What follows belongs to an exercise in optimizing a design on an open flow for small area, a short achievable clock period and few clock cycles; a production flow would make more cautious choices.
Power and IR drop assume default switching activity.

## before
Design text_char_scanner_core, start of the top module:
module text_char_scanner_core #(
    parameter int LINE_BITS   = 20,    
    parameter int COLUMN_BITS = 16,
    parameter int TAB_STOP    = 4
) (
    input  logic                       i_clk,
    input  logic                       i_rst_n,
    input  logic                       i_valid,
    input  logic [tcs_pkg::BYTE_W-1:0] i_byte,
    output logic                       o_ready,
    output logic                       o_valid,
    input  logic                       i_ready,
    output logic [1:0]                 o_kind,
    output logic [tcs_pkg::BYTE_W-1:0] o_char,
    output logic [tcs_pkg::LINE_W-1:0] o_line,
    output logic [tcs_pkg::COL_W-1:0]  o_col,
    output logic [2:0]                 o_code,
    output logic                       o_last
);
Size in the first run: about 420 cells after synthesis, about 93 flip-flops, ~64 I/O pins, roughly 4700 um^2 of cells after synthesis.
export LEC_CHECK = 0
export CAP_MARGIN = 20
export CORE_MARGIN = 2
export CORE_UTILIZATION = 40
export SETUP_SLACK_MARGIN = 2.0
export SLEW_MARGIN = 20
create_clock -name core_clock -period 4.0 [get_ports {i_clk}]
standard.sh (not shown) runs the stock make flow with config.mk's settings and CLKGATE_MAP_FILE= SYNTH_SCRIPT=/design/flow/synth_recipe.tcl, a recipe that flattens the netlist after the stock synthesis.
==> flow/flow/run.sh <==
#!/bin/bash
# Standard layout, with plain buf_1 cells as the port buffers.
set -euo pipefail
bash standard.sh BUFFER_PORTS_ARGS="-buffer_cell sky130_fd_sc_hd__buf_1" finish > make_finish.log 2>&1
--- input diff before..after ---
diff --git a/flow/design.v b/flow/design.v
--- a/flow/design.v
+++ b/flow/design.v
@@ -97,73 +97,49 @@
     logic        r_kerr;      
     logic        r_end;       
     logic [7:0]  r_ch;
     logic [19:0] r_line;
     logic [15:0] r_col;
     logic [2:0]  r_code;
     logic        r_mv_rst;    
     logic        r_mv_nl;     
     logic        r_mv_inc;    
     logic        r_mv_tab;    
     logic        r_cmt, r_star, r_slash, r_cr, r_lead, r_lead80, r_failed;
     logic        r_e2sat;     
-    function automatic logic [19:0] f_inc20(input logic [19:0] v);
-        logic c;
-        c = 1'b1;
-        for (int i = 0; i < 20; i++) begin
-            f_inc20[i] = v[i] ^ c;
-            c = c & v[i];
-        end
-    endfunction
-    function automatic logic [13:0] f_inc14(input logic [13:0] v, input logic ci);
-        logic c;
-        c = ci;
-        for (int i = 0; i < 14; i++) begin
-            f_inc14[i] = v[i] ^ c;
-            c = c & v[i];
-        end
-    endfunction
-    function automatic logic [15:0] f_dec16(input logic [15:0] v);
-        logic c;
-        c = 1'b1;
-        for (int i = 0; i < 16; i++) begin
-            f_dec16[i] = v[i] ^ c;
-            c = c & !v[i];
-        end
-    endfunction
     logic        line_max, hi_max, cin, col_sat;
     logic [13:0] hi_sum;
     logic [19:0] cur_line;
     logic [15:0] cur_col, lead_col;
     assign line_max = &r_line;
     assign hi_max   = &r_col[15:2];
     assign cin      = r_mv_inc ? (&r_col[1:0]) : (|r_col[1:0]);
-    assign hi_sum   = f_inc14(r_col[15:2], cin);
+    assign hi_sum   = r_col[15:2] + {13'd0, cin};
     assign col_sat  = hi_max & cin;
     always_comb begin
         if (r_mv_rst)
             cur_line = 20'd1;
         else if (r_mv_nl && !line_max)
-            cur_line = f_inc20(r_line);
+            cur_line = r_line + 20'd1;
         else
             cur_line = r_line;
         if (r_mv_rst || r_mv_nl)
             cur_col = 16'd1;
         else if (r_mv_inc || r_mv_tab)
             cur_col = col_sat ? 16'hFFFF
                               : {hi_sum, (r_mv_inc ? r_col[1:0] + 2'd1 : 2'd1)};
         else
             cur_col = r_col;
     end
-    assign lead_col = r_e2sat ? r_col : f_dec16(r_col);
+    assign lead_col = r_e2sat ? r_col : r_col - 16'd1;
     logic consume, main_free;
     assign consume   = r_iv && (!r_outv || i_ready);
     assign main_free = !r_iv || consume;
     assign o_ready   = !r_sv;
     logic [2:0] ucode;
     logic       n_ov, n_end, n_err, n_uerr;
     logic [2:0] n_code;
     logic       n_cmt, n_star, n_slash, n_cr, n_lead, n_lead80, n_failed;
     always_comb begin
         case (r_ib)
             8'h93:                ucode = 3'd1;
             8'h94:                ucode = 3'd2;
### Flow results
Compared with before, in after synthesized area divided by synthesized cell count went down; post-route minimum period shows a reduction of 1.44 ns. Diff after and before: switching share of power lower in before. Growth of design area from synthesis to finish (lower): after. Sequential share of layout area in after vs before: down 0.79 points. The number of vias per cell after detailed routing in after is 1.06 times that in before. Going from before to after, the synthesized area was found to have gone up by 260 um^2.
Function was not checked in any run of this note: the RTL went through the layout flow alone.

==> static timing again, ports no longer ideal <==
In the flow no input, the clock included, has a driving cell. The finished layouts below were timed again as built, in two steps. Step 1 sets driving cells, clkbuf_16 on the clock port and buf_2 on the other inputs (assumed; they add their load-dependent delay and slew). Step 2 moves the port delays by t, midway between the first and last clock arrival at a register: inputs arrive t later, outputs are due t later. That takes back most of the time a late clock gives input paths. Slacks: ideal ports / drivers / drivers and shift; pairs: ideal ports / drivers.
| run | shift t [ns] | setup slack, ns | hold slack, ns |
|---|---|---|---|
| before | 0.381 | 0.354 / 0.354 / 0.354 | 0.490 / 0.490 / 0.490 |
| after | 0.379 | 1.792 / 1.792 / 1.730 | 0.467 / 0.467 / 0.467 |
After both steps every run listed still meets setup and hold. The setup slack of after, which loses most, moves by 0.000 ns with the drivers and by -0.062 ns with both steps.
